Source: an optimization exercise on an open RTL-to-GDS flow (aim: small area, a short achievable clock period and few clock cycles per item). Production flows keep margins and buffers that such runs may drop. At most, simulation tests tie the RTL to the original design; equivalence was not proved. Only the layout flow was run in run 1; the RTL was not checked for function there. Power figures rest on the tool's default switching activity, not on a simulated workload.

[flow/run.sh]
#!/bin/bash
# synth_recipe.tcl (not shown) runs the flow's synth.tcl, then flattens the netlist and writes it again
# the make line also repeats each setting of config.mk as NAME=value (left out here)
make -C /OpenROAD-flow-scripts/flow DESIGN_CONFIG=/design/flow/config.mk WORK_HOME=/design/flow/orfs CLKGATE_MAP_FILE= SYNTH_SCRIPT=/design/flow/synth_recipe.tcl finish
[flow/config.mk]
export PLATFORM = sky130hd
export DESIGN_NAME = dcache_top
export DESIGN_NICKNAME = dcache_top
export VERILOG_FILES = /design/flow/design.v
export SDC_FILE = /design/flow/constraint.sdc
export NUM_CORES = 4
export LEC_CHECK = 0
export CAP_MARGIN = 20
export CORE_MARGIN = 2
export CORE_UTILIZATION = 40
export SETUP_SLACK_MARGIN = 4.5
export SLEW_MARGIN = 20
[flow/constraint.sdc]
create_clock -name core_clock -period 8.0 [get_ports {clk}]
set_input_delay 1.6000 -clock core_clock [delete_from_list [all_inputs] [get_ports {clk}]]
set_output_delay 1.6000 -clock core_clock [all_outputs]
set_load 0.01 [all_outputs]
[flow/design.v]
package dcache_pkg;
    typedef union packed {
        logic [32/8-1:0][7:0] bytes;
        logic [32/16-1:0][15:0] halves;
    } line_word_u;
endpackage
`timescale 1ns/1ps
module dcache_merge
(
    input logic [32-1:0] base,
    input logic [32-1:0] wdata,
    input logic [2:0] funct3,
    input logic [2-1:0] offset,
    output logic [32-1:0] merged
);
    always_comb begin
        merged = base;
        case (funct3)
            3'd0: merged[8*offset +: 8] = wdata[7:0];
            3'd1: merged[16*offset[1] +: 16] = wdata[15:0];
            3'd2: merged = wdata;
            default: merged = base;
        endcase
    end
endmodule
`timescale 1ns/1ps
module load_extend
(
    input dcache_pkg::line_word_u line_word,
    input logic [2:0] req_funct3_q,
    input logic [2-1:0] offset,
    output logic [32-1:0] load_data
);
    logic [7:0] sel_byte;
    logic [15:0] sel_half;
    assign sel_byte = line_word.bytes[offset];
    assign sel_half = line_word.halves[offset[1]];
    always_comb begin
        case (req_funct3_q)
            3'd0: begin
                load_data = {{(32-8){sel_byte[7]}}, sel_byte};
            end
            3'd1: begin
                load_data = {{(32-16){sel_half[15]}}, sel_half};
            end
            3'd2: begin
                load_data = line_word;
            end
            3'd4: begin
                load_data = {{(32-8){1'b0}}, sel_byte};
            end
            3'd5: begin
                load_data = {{(32-16){1'b0}}, sel_half};
            end
            default: begin
                load_data = '0;
            end
        endcase
    end
endmodule
`timescale 1ns/1ps
module dcache_top
(
    input logic clk,
    input logic rst_b,
    input logic req_valid,
    output logic req_ready,
    input logic req_we,
    input logic [2:0] req_funct3,
    input logic [32-1:0] req_addr,
    input logic [32-1:0] req_wdata,
    output logic resp_valid,
    input logic resp_ready,
    output logic [32-1:0] resp_rdata,
    output logic resp_hit,
    output logic mem_req_valid,
    input logic mem_req_ready,
    output logic mem_we,
    output logic [32-1:0] mem_addr,
    output logic [32-1:0] mem_wdata,
    input logic [32-1:0] mem_rdata,
    input logic mem_rvalid
);
    localparam int LINES = 1 << 6;
    localparam int IW = 6;
    localparam int TW = (32 - 6 - 2);
    localparam int OW = 2;
    localparam int AW = 32;
    localparam int WW = 32;
    localparam int RQ = 8;    
    localparam int RQW = 3;
    localparam int FQ = 4;    
    localparam int FQW = 2;
    logic [LINES-1:0] valid_q;
    logic [LINES-1:0] dirty_q;
    logic [TW-1:0] tag_q [LINES];
    logic [WW-1:0] data_q [LINES];
    logic sv_q, av_q, bv_q;
    logic s_we_q, a_we_q, b_we_q;
    logic [2:0] s_f3_q, a_f3_q, b_f3_q;
    logic [AW-1:0] s_addr_q, a_addr_q, b_addr_q;
    logic [WW-1:0] s_wdata_q, a_wdata_q, b_wdata_q;
    logic l_v_q, l_d_q;
    logic [TW-1:0] l_tag_q;
    logic [WW-1:0] l_data_q;
    logic acc;
    logic go;
    logic a_free, b_free, a2b;
    logic a_in_we;
    logic [2:0] a_in_f3;
    logic [AW-1:0] a_in_addr;
    logic [WW-1:0] a_in_wdata;
    assign req_ready = !sv_q;
    assign acc = req_valid && !sv_q;
    assign b_free = !bv_q || go;
    assign a2b = av_q && b_free;
    assign a_free = !av_q || b_free;
    assign a_in_we = sv_q ? s_we_q : req_we;
    assign a_in_f3 = sv_q ? s_f3_q : req_funct3;
    assign a_in_addr = sv_q ? s_addr_q : req_addr;
    assign a_in_wdata = sv_q ? s_wdata_q : req_wdata;
    always_ff @(posedge clk or negedge rst_b) begin
        if (!rst_b) begin
            sv_q <= 1'b0;
            av_q <= 1'b0;
            bv_q <= 1'b0;
        end else begin
            if (b_free) begin
                bv_q <= av_q;
            end
            if (a_free) begin
                av_q <= sv_q || acc;
                sv_q <= 1'b0;
            end else if (acc) begin
                sv_q <= 1'b1;
            end
        end
    end
    always_ff @(posedge clk) begin
        if (!a_free && acc) begin
            s_we_q <= req_we;
            s_f3_q <= req_funct3;
            s_addr_q <= req_addr;
            s_wdata_q <= req_wdata;
        end
        if (a_free) begin
            a_we_q <= a_in_we;
            a_f3_q <= a_in_f3;
            a_addr_q <= a_in_addr;
            a_wdata_q <= a_in_wdata;
        end
        if (b_free) begin
            b_we_q <= a_we_q;
            b_f3_q <= a_f3_q;
            b_addr_q <= a_addr_q;
            b_wdata_q <= a_wdata_q;
        end
    end
    logic [IW-1:0] a_idx;
    logic rd_v, rd_d;
    logic [TW-1:0] rd_tag;
    logic [WW-1:0] rd_data;
    assign a_idx = a_addr_q[OW +: IW];
    assign rd_v = valid_q[a_idx];
    assign rd_d = dirty_q[a_idx];
    assign rd_tag = tag_q[a_idx];
    assign rd_data = data_q[a_idx];
    logic mv_q;
    logic mwe_q;
    logic [AW-OW-1:0] maddr_q;
    logic [WW-1:0] mwdata_q;
    logic prv_q;
    logic [AW-OW-1:0] praddr_q;
    logic [FQ-1:0] fq_v_q;
    logic [IW-1:0] fq_idx_q [FQ];
    logic [FQ-1:0] fq_we_q;
    logic [2:0] fq_f3_q [FQ];
    logic [OW-1:0] fq_off_q [FQ];
    logic [RQW-1:0] fq_slot_q [FQ];
    logic [FQW-1:0] fq_tail_q, fq_head_q;
    logic fbv_q;
    logic [IW-1:0] fb_idx_q;
    logic [WW-1:0] fb_data_q;
    logic [RQ-1:0] rq_occ_q;
    logic [RQ-1:0] rq_done_q;
    logic [RQ-1:0] rq_hit_q;
    logic [WW-1:0] rq_data_q [RQ];
    logic [RQW-1:0] rq_head_q, rq_tail_q;
    logic [IW-1:0] idx;
    logic [TW-1:0] ptag;
    logic [OW-1:0] off;
    logic hit;
    logic pend;
    logic fill;
    logic fq_full, rq_full;
    logic port_free;
    logic st_go, miss_go;
    logic [WW-1:0] hit_merged;
    logic [WW-1:0] hit_load;
    assign idx = b_addr_q[OW +: IW];
    assign ptag = b_addr_q[AW-1 -: TW];
    assign off = b_addr_q[OW-1:0];
    assign hit = l_v_q && (l_tag_q == ptag);
    always_comb begin
        pend = fbv_q && (fb_idx_q == idx);
        for (int k = 0; k < FQ; k++) begin
            if (fq_v_q[k] && (fq_idx_q[k] == idx)) pend = 1'b1;
        end
    end
    assign fill = mem_rvalid && fq_v_q[fq_head_q];
    assign fq_full = fq_v_q[fq_tail_q];
    assign rq_full = rq_occ_q[rq_tail_q];
    assign port_free = !mv_q || (mem_req_ready && !prv_q);
    assign go = bv_q && !pend && !rq_full &&
                (hit ? !(b_we_q && fbv_q && fill) : (!fq_full && port_free));
    assign st_go = go && hit && b_we_q;
    assign miss_go = go && !hit;
    dcache_merge u_hit_merge (
        .base(l_data_q),
        .wdata(b_wdata_q),
        .funct3(b_f3_q),
        .offset(off),
        .merged(hit_merged)
    );
    load_extend u_hit_load (
        .line_word(l_data_q),
        .req_funct3_q(b_f3_q),
        .offset(off),
        .load_data(hit_load)
    );
    logic [IW-1:0] f_idx;
    logic f_we;
    logic [2:0] f_f3;
    logic [OW-1:0] f_off;
    logic [RQW-1:0] f_slot;
    logic [WW-1:0] f_sdata;
    logic [WW-1:0] fill_word;
    logic [WW-1:0] fill_load;
    assign f_idx = fq_idx_q[fq_head_q];
    assign f_we = fq_we_q[fq_head_q];
    assign f_f3 = fq_f3_q[fq_head_q];
    assign f_off = fq_off_q[fq_head_q];
    assign f_slot = fq_slot_q[fq_head_q];
    assign f_sdata = rq_data_q[f_slot];
    dcache_merge u_fill_merge (
        .base(mem_rdata),
        .wdata(f_sdata),
        .funct3(f_we ? f_f3 : 3'd7),
        .offset(f_off),
        .merged(fill_word)
    );
    load_extend u_fill_load (
        .line_word(mem_rdata),
        .req_funct3_q(f_we ? 3'd7 : f_f3),
        .offset(f_off),
        .load_data(fill_load)
    );
    logic fw_en;                
    logic [IW-1:0] fw_idx;
    logic [WW-1:0] fw_data;
    logic fb_load;
    logic [WW-1:0] wr_data;
    assign fw_en = !st_go && (fbv_q || fill);
    assign fw_idx = fbv_q ? fb_idx_q : f_idx;
    assign fw_data = fbv_q ? fb_data_q : fill_word;
    assign fb_load = fill && (st_go || fbv_q);
    assign wr_data = st_go ? hit_merged : fw_data;
    always_ff @(posedge clk) begin
        for (int i = 0; i < LINES; i++) begin
            if ((st_go && (idx == i[IW-1:0])) || (fw_en && (fw_idx == i[IW-1:0]))) begin
                data_q[i] <= wr_data;
            end
            if (miss_go && (idx == i[IW-1:0])) begin
                tag_q[i] <= ptag;
            end
        end
        if (fb_load) begin
            fb_idx_q <= f_idx;
            fb_data_q <= fill_word;
        end
    end
    always_ff @(posedge clk or negedge rst_b) begin
        if (!rst_b) begin
            valid_q <= '0;
            dirty_q <= '0;
            fbv_q <= 1'b0;
        end else begin
            if (go) begin
                valid_q[idx] <= 1'b1;
                if (b_we_q) begin
                    dirty_q[idx] <= 1'b1;
                end else if (!hit) begin
                    dirty_q[idx] <= 1'b0;
                end
            end
            if (fb_load) begin
                fbv_q <= 1'b1;
            end else if (!st_go) begin
                fbv_q <= 1'b0;
            end
        end
    end
    always_ff @(posedge clk) begin
        if (a2b) begin
            if (go && (idx == a_idx)) begin
                l_v_q <= 1'b1;
                l_d_q <= b_we_q || (hit && l_d_q);
                l_tag_q <= ptag;
            end else begin
                l_v_q <= rd_v;
                l_d_q <= rd_d;
                l_tag_q <= rd_tag;
            end
            if (st_go && (idx == a_idx)) begin
                l_data_q <= hit_merged;
            end else if (fw_en && (fw_idx == a_idx)) begin
                l_data_q <= fw_data;
            end else begin
                l_data_q <= rd_data;
            end
        end else if (fw_en && (fw_idx == idx)) begin
            l_data_q <= fw_data;
        end
    end
    assign mem_req_valid = mv_q;
    assign mem_we = mwe_q;
    assign mem_addr = {maddr_q, {OW{1'b0}}};
    assign mem_wdata = mwdata_q;
    always_ff @(posedge clk) begin
        if (miss_go) begin
            mwe_q <= l_v_q && l_d_q;
            maddr_q <= (l_v_q && l_d_q) ? {l_tag_q, idx} : {ptag, idx};
            mwdata_q <= l_data_q;
            praddr_q <= {ptag, idx};
        end else if (mv_q && mem_req_ready && prv_q) begin
            mwe_q <= 1'b0;
            maddr_q <= praddr_q;
        end
    end
    always_ff @(posedge clk or negedge rst_b) begin
        if (!rst_b) begin
            mv_q <= 1'b0;
            prv_q <= 1'b0;
        end else begin
            if (miss_go) begin
                mv_q <= 1'b1;
                prv_q <= l_v_q && l_d_q;
            end else if (mv_q && mem_req_ready) begin
                mv_q <= prv_q;
                prv_q <= 1'b0;
            end
        end
    end
    always_ff @(posedge clk) begin
        if (miss_go) begin
            fq_idx_q[fq_tail_q] <= idx;
            fq_we_q[fq_tail_q] <= b_we_q;
            fq_f3_q[fq_tail_q] <= b_f3_q;
            fq_off_q[fq_tail_q] <= off;
            fq_slot_q[fq_tail_q] <= rq_tail_q;
        end
    end
    always_ff @(posedge clk or negedge rst_b) begin
        if (!rst_b) begin
            fq_v_q <= '0;
            fq_tail_q <= '0;
            fq_head_q <= '0;
        end else begin
            if (miss_go) begin
                fq_v_q[fq_tail_q] <= 1'b1;
                fq_tail_q <= fq_tail_q + 1'b1;
            end
            if (fill) begin
                fq_v_q[fq_head_q] <= 1'b0;
                fq_head_q <= fq_head_q + 1'b1;
            end
        end
    end
    assign resp_valid = rq_occ_q[rq_head_q] && rq_done_q[rq_head_q];
    assign resp_rdata = rq_data_q[rq_head_q];
    assign resp_hit = rq_hit_q[rq_head_q];
    always_ff @(posedge clk) begin
        if (go) begin
            rq_hit_q[rq_tail_q] <= hit;
            rq_data_q[rq_tail_q] <= !hit ? b_wdata_q : (b_we_q ? '0 : hit_load);
        end
        if (fill) begin
            rq_data_q[f_slot] <= fill_load;
        end
    end
    always_ff @(posedge clk or negedge rst_b) begin
        if (!rst_b) begin
            rq_occ_q <= '0;
            rq_done_q <= '0;
            rq_head_q <= '0;
            rq_tail_q <= '0;
        end else begin
            if (go) begin
                rq_occ_q[rq_tail_q] <= 1'b1;
                rq_done_q[rq_tail_q] <= hit;
                rq_tail_q <= rq_tail_q + 1'b1;
            end
            if (fill) begin
                rq_done_q[f_slot] <= 1'b1;
            end
            if (resp_valid && resp_ready) begin
                rq_occ_q[rq_head_q] <= 1'b0;
                rq_head_q <= rq_head_q + 1'b1;
            end
        end
    end
endmodule
==> flow_metrics.tcl, run 1 <==
set metrics [dict create \
    rows 241 \
    synth-seq-cells 4465 \
    cts_inserted_buffers 432 \
    ys.flop_type "edfxtp_1" \
    start_util_pct 40.2 \
    post_synth.cell_area_avg_um2 16.8 \
    grt_max_degree 94 \
    clock-sinks 4465 \
    syn_inst 10300 \
    die_h_um 662 \
    status "did not finish" \
    yosys_warnings 5 \
    tool.error "[ERROR RSZ-0074] Failed to build tree from global routes for pin 'clone6200/X' and net 'net6199' at grid (231150, 451950): found route to 7 pins, expected 8" \
    syn-cell-area_um2 173000 \
    cts.hold.buffers_added 0 \
    dp.cells 16000 \
    die_x_um 662 \
    async_flop_share_pct 3.67 \
    synth.distinct_cells 107 \
    synth_edf_count 4301 \
    port_buffers 204 \
    dp_hpwl_mm 426 \
    ys_seq_area_share_pct 77.0 \
    gp_congestion 0.934 \
    clockBufferDepth 4 \
    cts_root_buffer "clkbuf_16" \
    cts_max_level 5 \
    io-pin-count 207 \
    stop_stage "global routing (5_1_grt)" \
]
-- stage by stage --
step / cell area [µm²] / worst slack, ps / utilization (%)
after CTS: 235000 / 3460 / 54.6
after floorplan: 173000 / 2670 / -
after detailed placement: 186000 / 1880 / 43.1
after global placement: 185000 / 1560 / 43.0
-- how the worst max path moves through the flow --
stage	cells after the start	startpoint	endpoint	slack, ps
4_1_cts	7	rq_head_q[0]	resp_rdata[2]	3460
3_5_place_dp	11	b_addr_q[9]	tag_q[32][20]	1880
3_3_place_gp	10	b_addr_q[11]	tag_q[38][21]	1560
2_1_floorplan	8	b_addr_q[28]	s_addr_q[0]	2670
-- power groups by stage --
stage	combinational, W	clock (W)	sequential (W)
CTS	0.0380	0.0205	0.0337
global placement	0.0237	0	0.0343
floorplan	0.0121	0	0.0342
detailed placement	0.0240	0	0.0344
-- kinds of logic after synthesis --
kind of cell               count (synthesis)  synth area share (%)
other                                      1               0.00217
xor gates and xnor gates                  87                 0.440
buffers and inverters                    699                  1.81
AOI/OAI and AO/OA                       2844                  11.5
DFF                                     4465                  77.0
and+or+nand+nor                         1652                  4.89
muxes                                    514                  4.10
adders and majority gates                 34                 0.244
-- synth_stat cells (48+ instances only) --
cell type	number	area, µm²
a21oi_1	360	1800
a22oi_1	1768	13300
and2_1	53	332
buf_1	119	447
buf_2	259	1300
clkbuf_1	249	935
dfrtp_1	164	4100
edfxtp_1	4301	129000
mux2_2	167	1880
mux2i_1	196	1960
mux4_2	133	3000
nand2_1	359	1350
nand3_1	58	290
nand4_1	406	2540
nor2_1	418	1570
nor3_1	89	445
nor4_1	63	394
o21ai_0	211	1060
o21bai_1	76	571
o22ai_1	129	807
xor2_1	48	420
-- timing repair --
| action | in CTS |
|---|---|
| gates resized for setup | 2648 |
| gates cloned | 521 |
| pin swaps | 423 |
| endpoints found under the setup margin | 6976 |
| setup buffers | 1224 |
==> inputs of run 2 (changes only) <==
--- a/flow/design.v
+++ b/flow/design.v
@@ -101,6 +101,8 @@
     logic [AW-1:0] s_addr_q, a_addr_q, b_addr_q;
     logic [WW-1:0] s_wdata_q, a_wdata_q, b_wdata_q;
     logic l_v_q, l_d_q;
+    logic l_hit_q;                        
+    logic [LINES-1:0] a_sel_q;            
     logic [TW-1:0] l_tag_q;
     logic [WW-1:0] l_data_q;
     logic acc;
@@ -148,6 +150,9 @@
             a_f3_q <= a_in_f3;
             a_addr_q <= a_in_addr;
             a_wdata_q <= a_in_wdata;
+            for (int i = 0; i < LINES; i++) begin
+                a_sel_q[i] <= (a_in_addr[OW +: IW] == i[IW-1:0]);
+            end
         end
         if (b_free) begin
             b_we_q <= a_we_q;
@@ -161,10 +166,18 @@
     logic [TW-1:0] rd_tag;
     logic [WW-1:0] rd_data;
     assign a_idx = a_addr_q[OW +: IW];
-    assign rd_v = valid_q[a_idx];
-    assign rd_d = dirty_q[a_idx];
-    assign rd_tag = tag_q[a_idx];
-    assign rd_data = data_q[a_idx];
+    always_comb begin
+        rd_v = 1'b0;
+        rd_d = 1'b0;
+        rd_tag = '0;
+        rd_data = '0;
+        for (int i = 0; i < LINES; i++) begin
+            rd_v = rd_v | (a_sel_q[i] & valid_q[i]);
+            rd_d = rd_d | (a_sel_q[i] & dirty_q[i]);
+            rd_tag = rd_tag | ({TW{a_sel_q[i]}} & tag_q[i]);
+            rd_data = rd_data | ({WW{a_sel_q[i]}} & data_q[i]);
+        end
+    end
     logic mv_q;
     logic mwe_q;
     logic [AW-OW-1:0] maddr_q;
@@ -191,6 +204,9 @@
     logic [OW-1:0] off;
     logic hit;
     logic pend;
+    logic pend_head, pend_rest;
+    logic fwd;
+    logic [WW-1:0] b_line;
     logic fill;
     logic fq_full, rq_full;
     logic port_free;
@@ -200,14 +216,23 @@
     assign idx = b_addr_q[OW +: IW];
     assign ptag = b_addr_q[AW-1 -: TW];
     assign off = b_addr_q[OW-1:0];
-    assign hit = l_v_q && (l_tag_q == ptag);
+    assign hit = l_hit_q;
     always_comb begin
-        pend = fbv_q && (fb_idx_q == idx);
+        pend_head = 1'b0;
+        pend_rest = fbv_q && (fb_idx_q == idx);
         for (int k = 0; k < FQ; k++) begin
-            if (fq_v_q[k] && (fq_idx_q[k] == idx)) pend = 1'b1;
+            if (fq_v_q[k] && (fq_idx_q[k] == idx)) begin
+                if (k[FQW-1:0] == fq_head_q) begin
+                    pend_head = 1'b1;
+                end else begin
+                    pend_rest = 1'b1;
+                end
+            end
         end
     end
     assign fill = mem_rvalid && fq_v_q[fq_head_q];
+    assign fwd = pend_head && fill && !fbv_q;
+    assign pend = pend_rest || (pend_head && !fwd);
     assign fq_full = fq_v_q[fq_tail_q];
     assign rq_full = rq_occ_q[rq_tail_q];
     assign port_free = !mv_q || (mem_req_ready && !prv_q);
@@ -216,14 +241,14 @@
     assign st_go = go && hit && b_we_q;
     assign miss_go = go && !hit;
     dcache_merge u_hit_merge (
-        .base(l_data_q),
+        .base(b_line),
         .wdata(b_wdata_q),
         .funct3(b_f3_q),
         .offset(off),
         .merged(hit_merged)
     );
     load_extend u_hit_load (
-        .line_word(l_data_q),
+        .line_word(b_line),
         .req_funct3_q(b_f3_q),
         .offset(off),
         .load_data(hit_load)
@@ -249,6 +274,7 @@
         .offset(f_off),
         .merged(fill_word)
     );
+    assign b_line = fwd ? fill_word : l_data_q;
     load_extend u_fill_load (
         .line_word(mem_rdata),
         .req_funct3_q(f_we ? 3'd7 : f_f3),
@@ -263,7 +289,7 @@
     assign fw_en = !st_go && (fbv_q || fill);
     assign fw_idx = fbv_q ? fb_idx_q : f_idx;
     assign fw_data = fbv_q ? fb_data_q : fill_word;
-    assign fb_load = fill && (st_go || fbv_q);
+    assign fb_load = fill && !fwd && (st_go || fbv_q);
     assign wr_data = st_go ? hit_merged : fw_data;
     always_ff @(posedge clk) begin
         for (int i = 0; i < LINES; i++) begin
@@ -306,10 +332,12 @@
                 l_v_q <= 1'b1;
                 l_d_q <= b_we_q || (hit && l_d_q);
                 l_tag_q <= ptag;
+                l_hit_q <= (ptag == a_addr_q[AW-1 -: TW]);
             end else begin
                 l_v_q <= rd_v;
                 l_d_q <= rd_d;
                 l_tag_q <= rd_tag;
+                l_hit_q <= rd_v && (rd_tag == a_addr_q[AW-1 -: TW]);
             end
             if (st_go && (idx == a_idx)) begin
                 l_data_q <= hit_merged;
@@ -330,7 +358,7 @@
         if (miss_go) begin
             mwe_q <= l_v_q && l_d_q;
             maddr_q <= (l_v_q && l_d_q) ? {l_tag_q, idx} : {ptag, idx};
-            mwdata_q <= l_data_q;
+            mwdata_q <= b_line;
             praddr_q <= {ptag, idx};
         end else if (mv_q && mem_req_ready && prv_q) begin
             mwe_q <= 1'b0;
@@ -376,9 +404,22 @@
             end
         end
     end
-    assign resp_valid = rq_occ_q[rq_head_q] && rq_done_q[rq_head_q];
-    assign resp_rdata = rq_data_q[rq_head_q];
-    assign resp_hit = rq_hit_q[rq_head_q];
+    logic ov_q;
+    logic o_hit_q;
+    logic [WW-1:0] o_data_q;
+    logic o_free;
+    logic rq_pop;
+    assign resp_valid = ov_q;
+    assign resp_rdata = o_data_q;
+    assign resp_hit = o_hit_q;
+    assign o_free = !ov_q || resp_ready;
+    assign rq_pop = o_free && rq_occ_q[rq_head_q] && rq_done_q[rq_head_q];
+    always_ff @(posedge clk) begin
+        if (rq_pop) begin
+            o_hit_q <= rq_hit_q[rq_head_q];
+            o_data_q <= rq_data_q[rq_head_q];
+        end
+    end
     always_ff @(posedge clk) begin
         if (go) begin
             rq_hit_q[rq_tail_q] <= hit;
@@ -390,6 +431,7 @@
     end
     always_ff @(posedge clk or negedge rst_b) begin
         if (!rst_b) begin
+            ov_q <= 1'b0;
             rq_occ_q <= '0;
             rq_done_q <= '0;
             rq_head_q <= '0;
@@ -403,7 +445,10 @@
             if (fill) begin
                 rq_done_q[f_slot] <= 1'b1;
             end
-            if (resp_valid && resp_ready) begin
+            if (o_free) begin
+                ov_q <= rq_pop;
+            end
+            if (rq_pop) begin
                 rq_occ_q[rq_head_q] <= 1'b0;
                 rq_head_q <= rq_head_q + 1'b1;
             end
--- a/flow/config.mk
+++ b/flow/config.mk
@@ -8,5 +8,5 @@
 export CAP_MARGIN = 20
 export CORE_MARGIN = 2
 export CORE_UTILIZATION = 40
-export SETUP_SLACK_MARGIN = 4.5
+export SETUP_SLACK_MARGIN = 3.6
 export SLEW_MARGIN = 20
==> run 2 against run 1 <==
Against the previous run: now clean on timing, DRC and antenna; synthesized cell count is 0.23% higher; synthesized area is 2.3% higher.
==> flow_metrics.tcl, run 2 <==
set metrics [dict create \
    use_met2_pct 50.1 \
    synthTopCellsByArea "edfxtp_1, a221oi_1, a22o_1, dfrtp_1, mux2i_1" \
    p_per_area_nw_per_um2 477 \
    gp_congestion 0.944 \
    worst_pin_slew_ps 1280 \
    fill_cells 36300 \
    switchingPower_w 0.0426 \
    p_sw_share_pct 41.8 \
    critPathCaptureType "register" \
    seq_area_um2 136000 \
    critPathLaunchType "register" \
    reg.largest.list "data_q: 2048 flops, tag_q: 1536 flops, rq_data_q: 256 flops" \
    fin_setup_tns_ps 0 \
    clockBufferDepth 4 \
    rows 244 \
    use_met1_pct 43.0 \
    async_flop_share_pct 3.62 \
    grt_max_degree 79 \
    dp_hpwl_mm 447 \
    crit_path_max_fanout 24 \
    p_total_w 0.102 \
    syn_inst 10300 \
    cts_root_buffer "clkbuf_16" \
    status "finished clean" \
    first_iter_violations 25800 \
    yosys_warnings 5 \
    final_antenna_net_count 0 \
    io-pin-count 207 \
    min_period_over_period_pct 57.7 \
    cts_max_level 5 \
    post_synth.cell_area_avg_um2 17.2 \
    worstSetupPathType "reg -> reg" \
    layout_commonest_cell "edfxtp_1" \
    rsz0062_at_grt "true" \
    use_met3_pct 11.5 \
    die_x_um 669 \
    required_ps 8800 \
    dr.pass1.iters 8 \
    routed_wirelength_mm 803 \
    r2r_cells 9 \
    syn-cell-area_um2 177000 \
    antenna_found_initial 50 \
    clockPowerShare_pct 21.5 \
    clkLatencyLatePin_ps 1060 \
    most-common-layout-cells "edfxtp_1, a22o_1, a221oi_1" \
    sequentialPowerShare_pct 36.1 \
    fmax_ghz 0.216 \
    drt-wirelength-per-cell_um 45.8 \
    port_buffers 204 \
    synth_area_leader_cell "edfxtp_1" \
    clock-sinks 4564 \
    synth-seq-cells 4564 \
    hold_viol 0 \
    cts_inserted_buffers 456 \
    multiInputGateArea_um2 42200 \
    area_growth_pct 20.8 \
    finish.utilization_pct 48.5 \
    drc 0 \
    cts.hold.buffers_added 0 \
    fin_worst_skew_ps 127 \
    viasPerCell 7.10 \
    slew_headroom_pct 12.8 \
    synth_common_cells "edfxtp_1, a221oi_1, a22o_1" \
    cts_tree "built" \
    combPwrFrac_pct 42.4 \
    worst_ir_drop_vdd_uv 541 \
    start_util_pct 40.1 \
    synth_edf_count 4399 \
    finalNonFillerCells 17500 \
    yosysTopAreaCellShare_pct 74.6 \
    drive_gt1_share_pct 21.2 \
    synth.distinct_cells 96 \
    intPower_w 0.0595 \
    hold_class "reg -> reg" \
    ys.flop_type "edfxtp_1" \
    grt_usage_pct 34.4 \
    crit_arrival_ps 5420 \
    die_area_um2 448000 \
    overflow 0 \
    max_cap_violations 0 \
    grt_pass1_wl_mm 1050 \
    ys_seq_area_share_pct 76.9 \
    p_leak_nw 68.4 \
    grt_pass1_vias 115000 \
    finalNetCount 11400 \
    grt_busiest_layer "met2" \
    setup_viol 0 \
    drv_slew 0 \
    hold_path_depth 0 \
    largest_register_ffs 2048 \
    regMostFlops "data_q" \
    synth_most_common_cell "edfxtp_1" \
    die_h_um 669 \
    via_count 125000 \
    coreArea_um2 441000 \
    post-route-min-period_ps 4620 \
    dp.cells 16300 \
    clkTransAtPathRegs_ps 60 \
]
-- run 2: kinds of logic after synthesis --
group	share of synthesized area, %
AOI/OAI and AO/OA	13.3
xor gates and xnor gates	0.559
adders and majority gates	0.268
buffers and inverters	1.73
DFF	76.9
muxes	3.37
other	0.00212
and+or+nand+nor	3.89
-- run 2: critical path, stage by stage, from the launching register on --
cell,delay (ps)
edfxtp_1,400
buf_4,330
buf_6,410
a221oi_1,510
nand4_1,290
or4_1,940
xor2_1,330
nor4_1,310
nand4_1,130
o21ai_1,330
-- run 2: path summary, 6_finish.rpt --
path,startpoint,endpoint,slack (ps)
hold / removal,a_wdata_q[25],b_wdata_q[25],420
max in group asynchronous,rst_b,asynchronous set/reset pin,5420
setup reg to reg,a_sel_q[51],l_hit_q,3380
hold reg to reg,a_wdata_q[25],b_wdata_q[25],420
min in group asynchronous,rst_b,ov_q,630
setup / recovery,a_sel_q[51],l_hit_q,3380
-- run 2: power groups by stage --
stage | registers (W) | logic [W] | clock network, W
4_1_cts | 0.0368 | 0.0397 | 0.0218
3_5_place_dp | 0.0374 | 0.0359 | 0
2_1_floorplan | 0.0371 | 0.0171 | 0
5_1_grt | 0.0370 | 0.0432 | 0.0228
6_report | 0.0369 | 0.0433 | 0.0219
3_3_place_gp | 0.0373 | 0.0353 | 0
-- run 2: metrics by stage --
| step | worst slack, ps | cell area [µm²] | hold slack (ps) |
|---|---|---|---|
| after detailed placement | 864 | 191000 | 405 |
| after CTS | 3360 | 211000 | 420 |
| after global routing | 3420 | 214000 | 426 |
| after floorplan | 2890 | 178000 | 400 |
| after global placement | 977 | 191000 | 403 |
| final | 3380 | 214000 | 418 |
-- run 2: timing repair --
action	CTS	global route
gates cloned	42	16
pin swaps	119	91
endpoints found under the hold margin	0	0
endpoints found under the setup margin	6779	3072
buffers inserted	193	159
resized for setup	506	274
-- run 2: final cells by class --
cell class / instances / area share, %
repair inverters: 1 / 0.00526
clock buffers: 549 / 5.60
clock inverters: 303 / 1.42
diodes: 28 / 0.0328
inverters: 79 / 0.168
well taps: 5904 / 3.45
flip-flops and latches: 4564 / 63.7
multi-input cells: 4985 / 19.7
repair buffers: 1135 / 5.89
-- run 2: per-layer routing --
layer	share of wire (%)	wire, µm	vias up
met4	9.3	74600	35
met3	16	127000	3208
met5	0.044	350	-
met1	33	263000	63100
li1	-	-	45200
met2	42	339000	13000
Testbench counts of run 2, summed over its fixed seeds: cycles 13,078, items 12,000.
==> inputs of run 3 (changes only) <==
--- a/flow/design.v
+++ b/flow/design.v
@@ -191,6 +191,14 @@
     logic [OW-1:0] fq_off_q [FQ];
     logic [RQW-1:0] fq_slot_q [FQ];
     logic [FQW-1:0] fq_tail_q, fq_head_q;
+    logic [FQW-1:0] fq_nxt;
+    logic hd_v_q;
+    logic [IW-1:0] hd_idx_q;
+    logic hd_we_q;
+    logic [2:0] hd_f3_q;
+    logic [OW-1:0] hd_off_q;
+    logic [RQW-1:0] hd_slot_q;
+    logic [WW-1:0] hd_sdata_q;
     logic fbv_q;
     logic [IW-1:0] fb_idx_q;
     logic [WW-1:0] fb_data_q;
@@ -218,19 +226,15 @@
     assign off = b_addr_q[OW-1:0];
     assign hit = l_hit_q;
     always_comb begin
-        pend_head = 1'b0;
+        pend_head = hd_v_q && (hd_idx_q == idx);
         pend_rest = fbv_q && (fb_idx_q == idx);
         for (int k = 0; k < FQ; k++) begin
-            if (fq_v_q[k] && (fq_idx_q[k] == idx)) begin
-                if (k[FQW-1:0] == fq_head_q) begin
-                    pend_head = 1'b1;
-                end else begin
-                    pend_rest = 1'b1;
-                end
+            if (fq_v_q[k] && (k[FQW-1:0] != fq_head_q) && (fq_idx_q[k] == idx)) begin
+                pend_rest = 1'b1;
             end
         end
     end
-    assign fill = mem_rvalid && fq_v_q[fq_head_q];
+    assign fill = mem_rvalid && hd_v_q;
     assign fwd = pend_head && fill && !fbv_q;
     assign pend = pend_rest || (pend_head && !fwd);
     assign fq_full = fq_v_q[fq_tail_q];
@@ -261,12 +265,12 @@
     logic [WW-1:0] f_sdata;
     logic [WW-1:0] fill_word;
     logic [WW-1:0] fill_load;
-    assign f_idx = fq_idx_q[fq_head_q];
-    assign f_we = fq_we_q[fq_head_q];
-    assign f_f3 = fq_f3_q[fq_head_q];
-    assign f_off = fq_off_q[fq_head_q];
-    assign f_slot = fq_slot_q[fq_head_q];
-    assign f_sdata = rq_data_q[f_slot];
+    assign f_idx = hd_idx_q;
+    assign f_we = hd_we_q;
+    assign f_f3 = hd_f3_q;
+    assign f_off = hd_off_q;
+    assign f_slot = hd_slot_q;
+    assign f_sdata = hd_sdata_q;
     dcache_merge u_fill_merge (
         .base(mem_rdata),
         .wdata(f_sdata),
@@ -387,12 +391,29 @@
             fq_off_q[fq_tail_q] <= off;
             fq_slot_q[fq_tail_q] <= rq_tail_q;
         end
+        if (fill && fq_v_q[fq_nxt]) begin
+            hd_idx_q <= fq_idx_q[fq_nxt];
+            hd_we_q <= fq_we_q[fq_nxt];
+            hd_f3_q <= fq_f3_q[fq_nxt];
+            hd_off_q <= fq_off_q[fq_nxt];
+            hd_slot_q <= fq_slot_q[fq_nxt];
+            hd_sdata_q <= rq_data_q[fq_slot_q[fq_nxt]];
+        end else if ((fill || !hd_v_q) && miss_go) begin
+            hd_idx_q <= idx;
+            hd_we_q <= b_we_q;
+            hd_f3_q <= b_f3_q;
+            hd_off_q <= off;
+            hd_slot_q <= rq_tail_q;
+            hd_sdata_q <= b_wdata_q;
+        end
     end
+    assign fq_nxt = fq_head_q + 1'b1;
     always_ff @(posedge clk or negedge rst_b) begin
         if (!rst_b) begin
             fq_v_q <= '0;
             fq_tail_q <= '0;
             fq_head_q <= '0;
+            hd_v_q <= 1'b0;
         end else begin
             if (miss_go) begin
                 fq_v_q[fq_tail_q] <= 1'b1;
@@ -400,7 +421,10 @@
             end
             if (fill) begin
                 fq_v_q[fq_head_q] <= 1'b0;
-                fq_head_q <= fq_head_q + 1'b1;
+                fq_head_q <= fq_nxt;
+                hd_v_q <= fq_v_q[fq_nxt] || miss_go;
+            end else if (miss_go) begin
+                hd_v_q <= 1'b1;
             end
         end
     end
--- a/flow/config.mk
+++ b/flow/config.mk
@@ -8,5 +8,5 @@
 export CAP_MARGIN = 20
 export CORE_MARGIN = 2
 export CORE_UTILIZATION = 40
-export SETUP_SLACK_MARGIN = 3.6
+export SETUP_SLACK_MARGIN = 3.8
 export SLEW_MARGIN = 20
==> run 3 against run 2 <==
Against the previous run: cell area decreased by 1.8%; routed wire length shrank 5.1%; global-route usage decreased by 1.7 points; largest power group is now registers; highest routed layer unchanged.
==> flow_metrics.tcl, run 3 <==
set metrics [dict create \
    status "finished clean" \
    grt_usage_pct 32.7 \
    timing.rr.end "l_hit_q" \
    regMostFlops "data_q" \
    multiInputGateArea_um2 39800 \
    combPwrFrac_pct 38.5 \
    overflow 0 \
    hold_class "reg -> reg" \
    finalNonFillerCells 17100 \
    io-pin-count 207 \
    startpoint "a_sel_q[27]" \
    gp_congestion 0.982 \
    start_util_pct 40.2 \
    via_count 121000 \
    crit_arrival_ps 5280 \
    die_h_um 670 \
    die_area_um2 449000 \
    synth-adder-area-share_pct 0.254 \
    grt_max_degree 95 \
    min_period_over_period_pct 55.9 \
    ys_seq_area_share_pct 77.6 \
    hold_viol 0 \
    synth_top_family_by_area "compound AO/OA/AOI/OAI gates" \
    critPathCaptureType "register" \
    slew_headroom_pct 8.41 \
    die_x_um 670 \
    synth_edf_count 4446 \
    synthSimpleGateAreaFrac_pct 3.53 \
    first_iter_violations 25700 \
    rsz0062_at_grt "true" \
    synth_area_leader_cell "edfxtp_1" \
    yosys_warnings 5 \
    synth-seq-cells 4612 \
    fill_cells 36400 \
    largest_register_ffs 2048 \
    worstReg2RegStart "a_sel_q[27]" \
    coreArea_um2 442000 \
    intPower_w 0.0567 \
    fin_setup_tns_ps 0 \
    syn-cell-area_um2 177000 \
    p_leak_nw 68.1 \
    seq_area_um2 138000 \
    crit_cells 10 \
    switchingPower_w 0.0384 \
    grt_pass1_wl_mm 1000 \
    crit_family "simple AND/OR/NAND/NOR gates" \
    dp.cells 16000 \
    fin_worst_skew_ps 80.4 \
    post-route-min-period_ps 4470 \
    r2r_cells 10 \
    routed_wirelength_mm 762 \
    drt-wirelength-per-cell_um 44.5 \
    synth_most_common_cell "edfxtp_1" \
    dr.pass1.iters 10 \
    worst_pin_slew_ps 1370 \
    synth_mux_area_share_pct 4.50 \
    clockPowerShare_pct 22.3 \
    worstSetupPathType "reg -> reg" \
    reg.largest.list "data_q: 2048 flops, tag_q: 1536 flops, rq_data_q: 256 flops" \
    async_flop_share_pct 3.60 \
    layout_commonest_cell "edfxtp_1" \
    r2r_slack_ps 3530 \
    cts_root_buffer "clkbuf_16" \
    yosysTopAreaCellShare_pct 75.2 \
    synthTopCellsByArea "edfxtp_1, a221oi_1, a22o_1, dfrtp_1, mux4_2" \
    ys.flop_type "edfxtp_1" \
    antenna_found_initial 52 \
    synth_common_cells "edfxtp_1, a221oi_1, a22o_1" \
    final_antenna_net_count 0 \
    worst_ir_drop_vdd_uv 514 \
    cp-endpoint "l_hit_q" \
    grt_pass1_vias 112000 \
    finalNetCount 10900 \
    syn_inst 9956 \
    setup_viol 0 \
    p_sw_share_pct 40.4 \
    sequentialPowerShare_pct 39.1 \
    cts.hold.buffers_added 0 \
    cts_inserted_buffers 449 \
    cts_max_level 5 \
    drv_slew 0 \
    critPathLaunchType "register" \
    dp_hpwl_mm 426 \
    rows 244 \
    clkLatencyLatePin_ps 1040 \
    crit_chain "buf_4 -> buf_12 -> a22o_1 -> a221oi_1 -> nand4_1 -> or4_4 -> xnor2_1 -> nand4_1 -> or4_4 -> o31ai_4" \
    port_buffers 204 \
    clock-sinks 4612 \
    synth_compound_area_share_pct 12.1 \
    p_per_area_nw_per_um2 453 \
    synth-xor-area-share_pct 0.577 \
    final.setup.worst_slack_ps 3530 \
    clkTransAtPathRegs_ps 60 \
    synth.distinct_cells 83 \
    clockBufferDepth 4 \
    cts_tree "built" \
    required_ps 8810 \
    path_buf_inv 2 \
    slowest_stage "or4_4" \
    crit_path_max_fanout 48 \
    pre_cts_slack_ps 1110 \
    most-common-layout-cells "edfxtp_1, a22o_1, a221oi_1" \
    post_synth.cell_area_avg_um2 17.8 \
    area_growth_pct 18.3 \
    slowest_delay_ps 790 \
    drive_gt1_share_pct 18.1 \
    fmax_ghz 0.224 \
    viasPerCell 7.04 \
    max_cap_violations 0 \
    drc 0 \
]
[run 3: area by class of cell]
class,instances,share of cell area [%]
Timing Repair inverter,1,0.00358
Inverter,77,0.141
Timing Repair Buffer,947,4.81
Antenna cell,105,0.125
Clock inverter,271,1.23
Clock buffer,561,5.65
Multi-Input combinational cell,4660,19.0
Sequential cell,4612,65.6
Tap cell,5904,3.52
[run 3: timing repair]
item / 4_1_cts / 5_1_grt
buffers inserted: 189 / 36
resized for setup: 223 / 88
cloned: 8 / 7
endpoints found under the setup margin: 6455 / 3638
pin swaps: 86 / 19
[run 3: power groups by stage]
stage	clock network, W	logic, W	registers (W)
5_1_grt	0.0220	0.0368	0.0374
2_1_floorplan	0	0.0162	0.0375
3_3_place_gp	0	0.0325	0.0377
3_5_place_dp	0	0.0335	0.0378
4_1_cts	0.0211	0.0346	0.0372
6_report	0.0212	0.0367	0.0373
[run 3: cells by family after synthesis]
kind of cell               count (synthesis)
buffers and inverters                    693
DFF                                     4612
xor gates and xnor gates                 117
and+or+nand+nor                         1258
other                                      1
adders and majority gates                 36
AOI/OAI and AO/OA                       2650
muxes                                    589
[run 3: worst min-delay path by stage]
stage	to	cells after the start	slack [ps]	startpoint
final	b_wdata_q[31]	0	420	a_wdata_q[31]
after floorplan	b_addr_q[0]	0	400	a_addr_q[0]
after CTS	b_f3_q[2]	0	420	a_f3_q[2]
after global placement	b_addr_q[1]	0	410	a_addr_q[1]
after global routing	b_f3_q[2]	0	430	a_f3_q[2]
after detailed placement	b_f3_q[2]	0	410	a_f3_q[2]
[run 3: stage by stage]
| step | total power, W | hold slack, ps | util (%) | instance area, µm² |
|---|---|---|---|---|
| 2_1_floorplan | 0.0537 | 400 | - | 178000 |
| 3_3_place_gp | 0.0702 | 406 | 43.2 | 191000 |
| 3_5_place_dp | 0.0713 | 405 | 43.3 | 191000 |
| 4_1_cts | 0.0929 | 421 | 47.3 | 209000 |
| 5_1_grt | 0.0962 | 426 | 47.5 | 210000 |
| 6_report | 0.0952 | 417 | 47.5 | 210000 |
[run 3: routing by layer]
layer / wire (µm) / track usage [%] / vias to the layer above / share of wire (%)
met2: 324000 / 47.7 / 12600 / 42
met3: 123000 / 10.5 / 2875 / 16
met4: 63900 / 21.8 / 30 / 8.4
met1: 252000 / 42.0 / 61500 / 33
li1: - / - / 43700 / -
met5: 277 / 0 / - / 0.036
[run 3: worst register-to-register path, cell delays in order, from the launching register on]
cell and delay, ps:
edfxtp_1 380, buf_4 260, buf_12 330, a22o_1 540, a221oi_1 310, nand4_1 560
or4_4 790, xnor2_1 160, nand4_1 140, or4_4 510, o31ai_4 290
Testbench counts of run 3, summed over its fixed seeds: cycles 13,078, items 12,000.
==> inputs of run 4 (changes only) <==
--- a/flow/design.v
+++ b/flow/design.v
@@ -360,12 +360,12 @@
     assign mem_wdata = mwdata_q;
     always_ff @(posedge clk) begin
         if (miss_go) begin
-            mwe_q <= l_v_q && l_d_q;
-            maddr_q <= (l_v_q && l_d_q) ? {l_tag_q, idx} : {ptag, idx};
+            mwe_q <= 1'b0;
+            maddr_q <= {ptag, idx};
             mwdata_q <= b_line;
-            praddr_q <= {ptag, idx};
+            praddr_q <= {l_tag_q, idx};
         end else if (mv_q && mem_req_ready && prv_q) begin
-            mwe_q <= 1'b0;
+            mwe_q <= 1'b1;
             maddr_q <= praddr_q;
         end
     end
--- a/flow/config.mk
+++ b/flow/config.mk
@@ -7,6 +7,6 @@
 export LEC_CHECK = 0
 export CAP_MARGIN = 20
 export CORE_MARGIN = 2
-export CORE_UTILIZATION = 40
+export CORE_UTILIZATION = 60
 export SETUP_SLACK_MARGIN = 3.8
 export SLEW_MARGIN = 20
==> run 4 against run 3 <==
Against the previous run: cell area down 1.2%; via count up 2.8%; combinational power up 4%; sequential power about the same; critical path type unchanged; largest cell class unchanged; largest power group is now combinational logic.
==> flow_metrics.tcl, run 4 <==
set metrics [dict create \
    p_per_area_nw_per_um2 464 \
    cts_tree "built" \
    hold_viol 0 \
    crit_arrival_ps 5070 \
    crit_chain "buf_12 -> a221oi_1 -> nand4_1 -> or4_4 -> xnor2_1 -> nand4_1 -> or4_1 -> o31ai_1" \
    post_synth.cell_area_avg_um2 17.7 \
    critPathCaptureType "register" \
    fin_worst_skew_ps 65.1 \
    critPathLaunchType "register" \
    port_buffers 204 \
    path_buf_inv 1 \
    largest_register_ffs 2048 \
    max_cap_violations 0 \
    dp_hpwl_mm 424 \
    drive_gt1_share_pct 18.6 \
    cts_inserted_buffers 450 \
    clkLatencyLatePin_ps 1030 \
    rows 199 \
    worst_ir_drop_vdd_uv 576 \
    fill_cells 18500 \
    overflow 0 \
    slowest_stage "edfxtp_1" \
    pre_cts_slack_ps 1310 \
    area_growth_pct 16.8 \
    worst_pin_slew_ps 1370 \
    placed_area_um2 188000 \
    r2r_slack_ps 3740 \
    p_leak_nw 66.8 \
    rsz0062_at_grt "false" \
    ys.flop_type "edfxtp_1" \
    synth_common_cells "edfxtp_1, a221oi_1, a22o_1" \
    fmax_ghz 0.235 \
    io-pin-count 207 \
    synthTopCellsByArea "edfxtp_1, a221oi_1, a22o_1, dfrtp_1, mux4_2" \
    timing.rr.end "l_hit_q" \
    clock-sinks 4612 \
    drc 0 \
    synth_edf_count 4445 \
    cp_common_cell "nand4_1" \
    finish.utilization_pct 70.5 \
    drt-wirelength-per-cell_um 50.8 \
    routed_wirelength_mm 771 \
    min_from "a_wdata_q[7]" \
    synth_most_common_cell "edfxtp_1" \
    ys_seq_area_share_pct 77.5 \
    worstReg2RegStart "a_sel_q[44]" \
    grt_usage_pct 50.7 \
    die_x_um 548 \
    yosys_warnings 5 \
    viasPerCell 8.17 \
    slew_headroom_pct 8.78 \
    final_area_um2 207000 \
    cts_root_buffer "clkbuf_16" \
    worstSetupPathType "reg -> reg" \
    status "finished clean" \
    dr.pass1.iters 8 \
    regMostFlops "data_q" \
    cts_max_level 5 \
    coreArea_um2 294000 \
    r2r_cells 8 \
    synth_area_leader_cell "edfxtp_1" \
    gp_congestion 0.976 \
    syn-cell-area_um2 178000 \
    die_h_um 548 \
    antenna_found_initial 68 \
    clockBufferDepth 4 \
    min_period_over_period_pct 53.2 \
    post-route-min-period_ps 4260 \
    async_flop_share_pct 3.60 \
    grt_pass1_vias 113000 \
    die_area_um2 300000 \
    first_iter_violations 28200 \
    syn_inst 10000 \
    crit_path_max_fanout 51 \
    most-common-layout-cells "edfxtp_1, a22o_1, a221oi_1" \
    slowest_delay_ps 740 \
    drv_slew 0 \
    required_ps 8820 \
    final_antenna_net_count 0 \
    finalNetCount 11000 \
    grt_max_degree 135 \
    setup_viol 0 \
    yosysTopAreaCellShare_pct 75.2 \
    final.setup.worst_slack_ps 3740 \
    hold_class "reg -> reg" \
    layout_commonest_cell "edfxtp_1" \
    crit_family "simple AND/OR/NAND/NOR gates" \
    clkTransAtPathRegs_ps 70 \
    start_util_pct 60.3 \
    holdPathEnd "b_wdata_q[7]" \
    synth-seq-cells 4612 \
    grt_pass1_wl_mm 1010 \
    p_total_w 0.0963 \
    synth.distinct_cells 81 \
    hold_path_depth 0 \
    via_count 124000 \
    reg.largest.list "data_q: 2048 flops, tag_q: 1536 flops, rq_data_q: 256 flops" \
]
## run 4: layer usage
metal	wire, µm	vias up	global-route usage (%)
li1	-	44100	-
met1	243000	61700	65.6
met2	317000	14500	70.2
met3	135000	3690	19.4
met4	75900	40	37.1
met5	366	-	0.127
## run 4: worst max-delay path by stage
stage,end,from,cells past startpoint
2_1_floorplan,s_addr_q[0],mem_rvalid,8
3_3_place_gp,tag_q[54][14],mem_rvalid,13
3_5_place_dp,tag_q[55][20],mem_rvalid,12
4_1_cts,data_q[28][13],fq_head_q[0],12
5_1_grt,tag_q[29][8],mem_req_ready,14
6_report,l_hit_q,a_sel_q[44],8
## run 4: cell families (layout without fill, tap and decap cells)
| group | count (synthesis) | count (layout) | synth area share, % |
|---|---|---|---|
| and+or+nand+nor | 1214 | 1217 | 3.40 |
| DFF | 4612 | 4612 | 77.5 |
| muxes | 491 | 501 | 3.93 |
| AOI/OAI and AO/OA | 2832 | 2832 | 12.8 |
| buffers and inverters | 737 | 1887 | 1.59 |
| adders and majority gates | 36 | 36 | 0.254 |
| xor gates and xnor gates | 116 | 116 | 0.572 |
| other | 1 | 56 | 0.00211 |
## run 4: per-stage QoR
stage,cells,setup TNS (ps),hold slack [ps]
3_5_place_dp,14000,0,405
2_1_floorplan,10000,-294040,400
4_1_cts,15100,0,419
3_3_place_gp,14000,0,403
6_report,15200,0,408
5_1_grt,15100,0,422
## run 4: cell type report
class                           instances  area, µm²  share of cell area (%)
Clock buffer                          558      11900                    5.71
Sequential cell                      4612     138000                    66.4
Tap cell                             3919       4900                    2.36
Timing Repair Buffer                 1004      10400                    5.04
Inverter                               65        250                   0.121
Clock inverter                        260       2150                    1.04
Antenna cell                           54        135                  0.0651
Multi-Input combinational cell       4704      40100                    19.3
## run 4: power by group
group / internal, W / switching [W] / total (W) / leakage, nW
Combinational: 0.0101 / 0.0282 / 0.0382 / 17.6
Sequential: 0.0354 / 0.00207 / 0.0374 / 42.3
Clock: 0.0113 / 0.00931 / 0.0206 / 6.83
## run 4: what timing repair did
| item | CTS | global route |
|---|---|---|
| pin swaps | 92 | 21 |
| resized for setup | 190 | 119 |
| buffers inserted | 260 | 51 |
| cloned | 15 | 4 |
| endpoints found under the setup margin | 6506 | 5753 |
| hold buffers | 0 | 0 |
Testbench counts of run 4, summed over its fixed seeds: cycles 12,960, items 12,000.
==> inputs of run 5 (changes only) <==
--- a/flow/design.v
+++ b/flow/design.v
@@ -5,6 +5,38 @@
     } line_word_u;
 endpackage
 `timescale 1ns/1ps
+module dcache_store_lanes
+(
+    input logic [32-1:0] wdata,
+    input logic we,
+    input logic [2:0] funct3,
+    input logic [2-1:0] offset,
+    output logic [32/8-1:0] mask,
+    output logic [32-1:0] lanes
+);
+    always_comb begin
+        mask = '0;
+        lanes = wdata;
+        if (we) begin
+            case (funct3)
+                3'd0: begin
+                    lanes = {4{wdata[7:0]}};
+                    mask[offset] = 1'b1;
+                end
+                3'd1: begin
+                    lanes = {2{wdata[15:0]}};
+                    mask = offset[1] ? 4'b1100 : 4'b0011;
+                end
+                3'd2: begin
+                    mask = 4'b1111;
+                end
+                default: begin
+                    mask = '0;
+                end
+            endcase
+        end
+    end
+endmodule
 module dcache_merge
 (
     input logic [32-1:0] base,
@@ -13,14 +45,20 @@
     input logic [2-1:0] offset,
     output logic [32-1:0] merged
 );
+    logic [32/8-1:0] mask;
+    logic [32-1:0] lanes;
+    dcache_store_lanes u_lanes (
+        .wdata(wdata),
+        .we(1'b1),
+        .funct3(funct3),
+        .offset(offset),
+        .mask(mask),
+        .lanes(lanes)
+    );
     always_comb begin
-        merged = base;
-        case (funct3)
-            3'd0: merged[8*offset +: 8] = wdata[7:0];
-            3'd1: merged[16*offset[1] +: 16] = wdata[15:0];
-            3'd2: merged = wdata;
-            default: merged = base;
-        endcase
+        for (int b = 0; b < 32/8; b++) begin
+            merged[8*b +: 8] = mask[b] ? lanes[8*b +: 8] : base[8*b +: 8];
+        end
     end
 endmodule
 `timescale 1ns/1ps
@@ -33,8 +71,15 @@
 );
     logic [7:0] sel_byte;
     logic [15:0] sel_half;
-    assign sel_byte = line_word.bytes[offset];
-    assign sel_half = line_word.halves[offset[1]];
+    always_comb begin
+        case (offset)
+            2'd0: sel_byte = line_word.bytes[0];
+            2'd1: sel_byte = line_word.bytes[1];
+            2'd2: sel_byte = line_word.bytes[2];
+            default: sel_byte = line_word.bytes[3];
+        endcase
+    end
+    assign sel_half = offset[1] ? line_word.halves[1] : line_word.halves[0];
     always_comb begin
         case (req_funct3_q)
             3'd0: begin
@@ -164,20 +209,37 @@
     logic [IW-1:0] a_idx;
     logic rd_v, rd_d;
     logic [TW-1:0] rd_tag;
+    localparam int GRPS = 4;
+    logic [GRPS-1:0] g_v;
+    logic [TW-1:0] g_tag [GRPS];
+    logic [GRPS-1:0] g_hit;
+    logic rd_hit;
     logic [WW-1:0] rd_data;
     assign a_idx = a_addr_q[OW +: IW];
     always_comb begin
-        rd_v = 1'b0;
         rd_d = 1'b0;
-        rd_tag = '0;
         rd_data = '0;
         for (int i = 0; i < LINES; i++) begin
-            rd_v = rd_v | (a_sel_q[i] & valid_q[i]);
             rd_d = rd_d | (a_sel_q[i] & dirty_q[i]);
-            rd_tag = rd_tag | ({TW{a_sel_q[i]}} & tag_q[i]);
             rd_data = rd_data | ({WW{a_sel_q[i]}} & data_q[i]);
         end
     end
+    always_comb begin
+        rd_v = 1'b0;
+        rd_tag = '0;
+        for (int g = 0; g < GRPS; g++) begin
+            g_v[g] = 1'b0;
+            g_tag[g] = '0;
+            for (int j = 0; j < LINES / GRPS; j++) begin
+                g_v[g] = g_v[g] | (a_sel_q[g * LINES / GRPS + j] & valid_q[g * LINES / GRPS + j]);
+                g_tag[g] = g_tag[g] | ({TW{a_sel_q[g * LINES / GRPS + j]}} & tag_q[g * LINES / GRPS + j]);
+            end
+            g_hit[g] = g_v[g] && (g_tag[g] == a_addr_q[AW-1 -: TW]);
+            rd_v = rd_v | g_v[g];
+            rd_tag = rd_tag | g_tag[g];
+        end
+    end
+    assign rd_hit = |g_hit;
     logic mv_q;
     logic mwe_q;
     logic [AW-OW-1:0] maddr_q;
@@ -194,11 +256,17 @@
     logic [FQW-1:0] fq_nxt;
     logic hd_v_q;
     logic [IW-1:0] hd_idx_q;
-    logic hd_we_q;
-    logic [2:0] hd_f3_q;
+    logic [2:0] hd_lf3_q;                 
     logic [OW-1:0] hd_off_q;
     logic [RQW-1:0] hd_slot_q;
-    logic [WW-1:0] hd_sdata_q;
+    logic [WW/8-1:0] hd_mask_q;           
+    logic [WW-1:0] hd_lanes_q;            
+    logic nx_we;
+    logic [2:0] nx_f3;
+    logic [OW-1:0] nx_off;
+    logic [WW-1:0] nx_wdata;
+    logic [WW/8-1:0] nx_mask;
+    logic [WW-1:0] nx_lanes;
     logic fbv_q;
     logic [IW-1:0] fb_idx_q;
     logic [WW-1:0] fb_data_q;
@@ -258,30 +326,22 @@
         .load_data(hit_load)
     );
     logic [IW-1:0] f_idx;
-    logic f_we;
-    logic [2:0] f_f3;
     logic [OW-1:0] f_off;
     logic [RQW-1:0] f_slot;
-    logic [WW-1:0] f_sdata;
     logic [WW-1:0] fill_word;
     logic [WW-1:0] fill_load;
     assign f_idx = hd_idx_q;
-    assign f_we = hd_we_q;
-    assign f_f3 = hd_f3_q;
     assign f_off = hd_off_q;
     assign f_slot = hd_slot_q;
-    assign f_sdata = hd_sdata_q;
-    dcache_merge u_fill_merge (
-        .base(mem_rdata),
-        .wdata(f_sdata),
-        .funct3(f_we ? f_f3 : 3'd7),
-        .offset(f_off),
-        .merged(fill_word)
-    );
+    always_comb begin
+        for (int b = 0; b < WW / 8; b++) begin
+            fill_word[8*b +: 8] = hd_mask_q[b] ? hd_lanes_q[8*b +: 8] : mem_rdata[8*b +: 8];
+        end
+    end
     assign b_line = fwd ? fill_word : l_data_q;
     load_extend u_fill_load (
         .line_word(mem_rdata),
-        .req_funct3_q(f_we ? 3'd7 : f_f3),
+        .req_funct3_q(hd_lf3_q),
         .offset(f_off),
         .load_data(fill_load)
     );
@@ -341,7 +401,7 @@
                 l_v_q <= rd_v;
                 l_d_q <= rd_d;
                 l_tag_q <= rd_tag;
-                l_hit_q <= rd_v && (rd_tag == a_addr_q[AW-1 -: TW]);
+                l_hit_q <= rd_hit;
             end
             if (st_go && (idx == a_idx)) begin
                 l_data_q <= hit_merged;
@@ -393,20 +453,30 @@
         end
         if (fill && fq_v_q[fq_nxt]) begin
             hd_idx_q <= fq_idx_q[fq_nxt];
-            hd_we_q <= fq_we_q[fq_nxt];
-            hd_f3_q <= fq_f3_q[fq_nxt];
-            hd_off_q <= fq_off_q[fq_nxt];
             hd_slot_q <= fq_slot_q[fq_nxt];
-            hd_sdata_q <= rq_data_q[fq_slot_q[fq_nxt]];
         end else if ((fill || !hd_v_q) && miss_go) begin
             hd_idx_q <= idx;
-            hd_we_q <= b_we_q;
-            hd_f3_q <= b_f3_q;
-            hd_off_q <= off;
             hd_slot_q <= rq_tail_q;
-            hd_sdata_q <= b_wdata_q;
         end
-    end
+        if ((fill && fq_v_q[fq_nxt]) || ((fill || !hd_v_q) && miss_go)) begin
+            hd_lf3_q <= nx_we ? 3'd7 : nx_f3;
+            hd_off_q <= nx_off;
+            hd_mask_q <= nx_mask;
+            hd_lanes_q <= nx_lanes;
+        end
+    end
+    assign nx_we = fill && fq_v_q[fq_nxt] ? fq_we_q[fq_nxt] : b_we_q;
+    assign nx_f3 = fill && fq_v_q[fq_nxt] ? fq_f3_q[fq_nxt] : b_f3_q;
+    assign nx_off = fill && fq_v_q[fq_nxt] ? fq_off_q[fq_nxt] : off;
+    assign nx_wdata = fill && fq_v_q[fq_nxt] ? rq_data_q[fq_slot_q[fq_nxt]] : b_wdata_q;
+    dcache_store_lanes u_nx_lanes (
+        .wdata(nx_wdata),
+        .we(nx_we),
+        .funct3(nx_f3),
+        .offset(nx_off),
+        .mask(nx_mask),
+        .lanes(nx_lanes)
+    );
     assign fq_nxt = fq_head_q + 1'b1;
     always_ff @(posedge clk or negedge rst_b) begin
         if (!rst_b) begin
--- a/flow/config.mk
+++ b/flow/config.mk
@@ -8,5 +8,7 @@
 export CAP_MARGIN = 20
 export CORE_MARGIN = 2
 export CORE_UTILIZATION = 60
+export CTS_CLUSTER_DIAMETER = 60
+export CTS_CLUSTER_SIZE = 22
 export SETUP_SLACK_MARGIN = 3.8
 export SLEW_MARGIN = 20
==> run 5 against run 4 <==
Against the previous run: via count down 5.5%; combinational power down 4%; synthesized area up 0.29%; highest routed layer unchanged; core utilization down 1.3 points; still clean; cell count down 0.65%; critical path depth up 2; clock power down 19%; non-clock buffer count down 13; count of clock-buffer cells in the layout down 216.
==> flow_metrics.tcl, run 5 <==
set metrics [dict create \
    worstSetupPathType "reg -> reg" \
    crit_arrival_ps 5090 \
    coreArea_um2 296000 \
    setup_viol 0 \
    routed_wirelength_mm 703 \
    start_util_pct 60.2 \
    gp_congestion 0.971 \
    port_buffers 204 \
    clock-sinks 4615 \
    rows 200 \
    async_flop_share_pct 3.60 \
    synth_area_leader_cell "edfxtp_1" \
    hold_class "reg -> reg" \
    p_total_w 0.0911 \
    layout_commonest_cell "edfxtp_1" \
    critPathCaptureType "register" \
    synth.distinct_cells 71 \
    drive_gt1_share_pct 18.6 \
    crit_path_max_fanout 34 \
    synthTopCellsByArea "edfxtp_1, a22o_1, a221oi_1, dfrtp_1, mux4_2" \
    ys_seq_area_share_pct 77.3 \
    final_antenna_net_count 0 \
    worst_pin_slew_ps 1260 \
    die_h_um 549 \
    fmax_ghz 0.233 \
    grt_max_degree 85 \
    worst_ir_drop_vdd_uv 438 \
    post-route-min-period_ps 4290 \
    synth_common_cells "edfxtp_1, a22o_1, a221oi_1" \
    cts_tree "built" \
    clkLatencyLatePin_ps 990 \
    rsz0062_at_grt "false" \
    cts.hold.buffers_added 0 \
    first_iter_violations 24200 \
    io-pin-count 207 \
    largest_register_ffs 2048 \
    syn_inst 10200 \
    viasPerCell 7.77 \
    drt-wirelength-per-cell_um 46.7 \
    cts_max_level 5 \
    via_count 117000 \
    fin_setup_tns_ps 0 \
    regMostFlops "data_q" \
    required_ps 8800 \
    area_growth_pct 14.9 \
    post_synth.cell_area_avg_um2 17.5 \
    dr.pass1.iters 9 \
    die_x_um 549 \
    synth_edf_count 4448 \
    die_area_um2 301000 \
    synth-seq-cells 4615 \
    yosysTopAreaCellShare_pct 75.0 \
    clockBufferDepth 4 \
    drc 0 \
    fill_cells 19000 \
    status "finished clean" \
    yosys_warnings 7 \
    multiInputGateArea_um2 41200 \
    cts_inserted_buffers 309 \
    final.setup.worst_slack_ps 3710 \
    finalNetCount 11000 \
    grt_pass1_wl_mm 936 \
    overflow 0 \
    seq_area_um2 138000 \
    antenna_found_initial 57 \
    critPathLaunchType "register" \
    reg.largest.list "data_q: 2048 flops, tag_q: 1536 flops, rq_data_q: 256 flops" \
    ys.flop_type "edfxtp_1" \
    synth_most_common_cell "edfxtp_1" \
    drv_slew 0 \
    most-common-layout-cells "edfxtp_1, a22o_1, a221oi_1" \
    pre_cts_slack_ps 1360 \
    dp_hpwl_mm 401 \
    hold_ws_ps 415 \
    max_cap_violations 0 \
    p_per_area_nw_per_um2 445 \
    grt_pass1_vias 108000 \
    slew_headroom_pct 15.5 \
    hold_viol 0 \
    cts_root_buffer "clkbuf_16" \
    p_leak_nw 66.1 \
    grt_usage_pct 46.3 \
    clkTransAtPathRegs_ps 90 \
    min_period_over_period_pct 53.6 \
    syn-cell-area_um2 178000 \
    fin_worst_skew_ps 64.5 \
]
==> run 5: cell types whose count changed after synthesis, sizes merged, moves of 74 or more <==
| cell | before | now |
|---|---|---|
| a221oi | 939 | 844 |
| a22o | 935 | 851 |
| a22oi | 17 | 190 |
| and4 | 2 | 105 |
| mux2 | 145 | 219 |
| nand2 | 280 | 372 |
| nand4 | 276 | 173 |
| nor2 | 335 | 443 |
| xnor2 | 59 | 160 |
==> run 5: cell type report <==
cell class	instances	share of cell area [%]
flip-flops and latches	4615	67.3
multi-input cells	4907	20.1
repair buffers	991	5.10
clock buffers	342	3.89
well taps	3939	2.41
clock inverters	180	1.02
inverters	72	0.137
diodes	31	0.0379
==> run 5: stage by stage <==
step / cells / utilization, % / area [µm²]
final: 15100 / 69.2 / 205000
after floorplan: 10200 / - / 178000
after detailed placement: 14100 / 63.7 / 188000
after global placement: 14100 / 63.6 / 188000
after global routing: 15000 / 69.1 / 205000
after CTS: 15000 / 68.9 / 204000
==> run 5: worst paths after layout <==
path | from | end | slack [ps] | cells after the start
worst max-delay path | a_sel_q[9] | l_hit_q | 3710 | 10
worst min-delay path | l_tag_q[2] | praddr_q[8] | 420 | 0
worst max register to register | a_sel_q[9] | l_hit_q | 3710 | 10
worst min register to register | l_tag_q[2] | praddr_q[8] | 420 | 0
max in group asynchronous | rst_b | valid_q[43] | 5920 | 2
min in group asynchronous | rst_b | ov_q | 660 | 1
==> run 5: logic make-up (layout without fill, tap and decap cells) <==
logic type,Yosys count,after routing,share of synthesized area (%)
compound gates,2670,2671,11.7
xor+xnor,188,188,0.924
fa+ha+maj,28,28,0.197
buf+inv,734,1585,1.59
flops,4615,4615,77.3
mux,530,541,4.25
other cells,1,33,0.00211
simple gates,1417,1477,3.97
==> run 5: power breakdown <==
group | switching [W] | leakage, nW | total [W] | internal (W)
clock network | 0.00886 | 4.88 | 0.0167 | 0.00787
registers | 0.00244 | 42.4 | 0.0376 | 0.0351
logic | 0.0267 | 18.8 | 0.0368 | 0.0100
total | 0.0380 | 66.1 | 0.0911 | 0.0531
==> run 5: worst max-delay path, cell delays in order (launching register included) <==
cell      delay, ps
edfxtp_1        410
buf_4           330
buf_4           420
a22oi_1         440
nand2_1         150
nor3_2          960
xnor2_1         180
nor4_1          500
nand4_1         190
o22a_1          300
a31oi_1         190
==> run 5: what timing repair did <==
action / in CTS / in global routing
gates resized for setup: 203 / 31
pin swaps: 155 / 5
setup endpoints to repair: 6159 / 4545
buffers inserted: 337 / 30
gates cloned: 75 / 0
==> run 5: routing by layer <==
metal,vias up,GRT usage (%),part of all wire [%]
li1,43800,-,-
met1,59200,62.1,33
met2,11800,64.9,42
met3,2375,15.7,16
met4,32,30.2,8.4
met5,-,0.269,0.031
Testbench counts of run 5, summed over its fixed seeds: cycles 12,960, items 12,000.

[afterwards: timing with drivers on the ports]
How much do the figures lean on ideal ports? The routed layouts below were timed once more, with nothing changed but the port constraints. Step 1: set_driving_cell puts a clkbuf_16 on clk and a buf_2 on each other input, an assumption about the parent block. Step 2 also shifts input and output timing later by t, the mid clock arrival at the registers, as if the neighbouring blocks saw the same clock. a / b / c = ideal / step 1 / step 2; a / b = the first two.
run	shift t [ns]	setup WS [ns]	worst setup path at the end
run 2	1.114	3.381 / 3.381 / 2.742	input to register
run 3	1.130	3.529 / 3.529 / 2.708	input to register
run 4	1.122	3.743 / 3.743 / 2.754	input to register
run 5	1.062	3.711 / 3.711 / 2.873	input to register
After both steps every run listed still meets setup and hold. The setup slack of run 4, which loses most, moves by 0.000 ns with the drivers and by -0.989 ns with both steps.
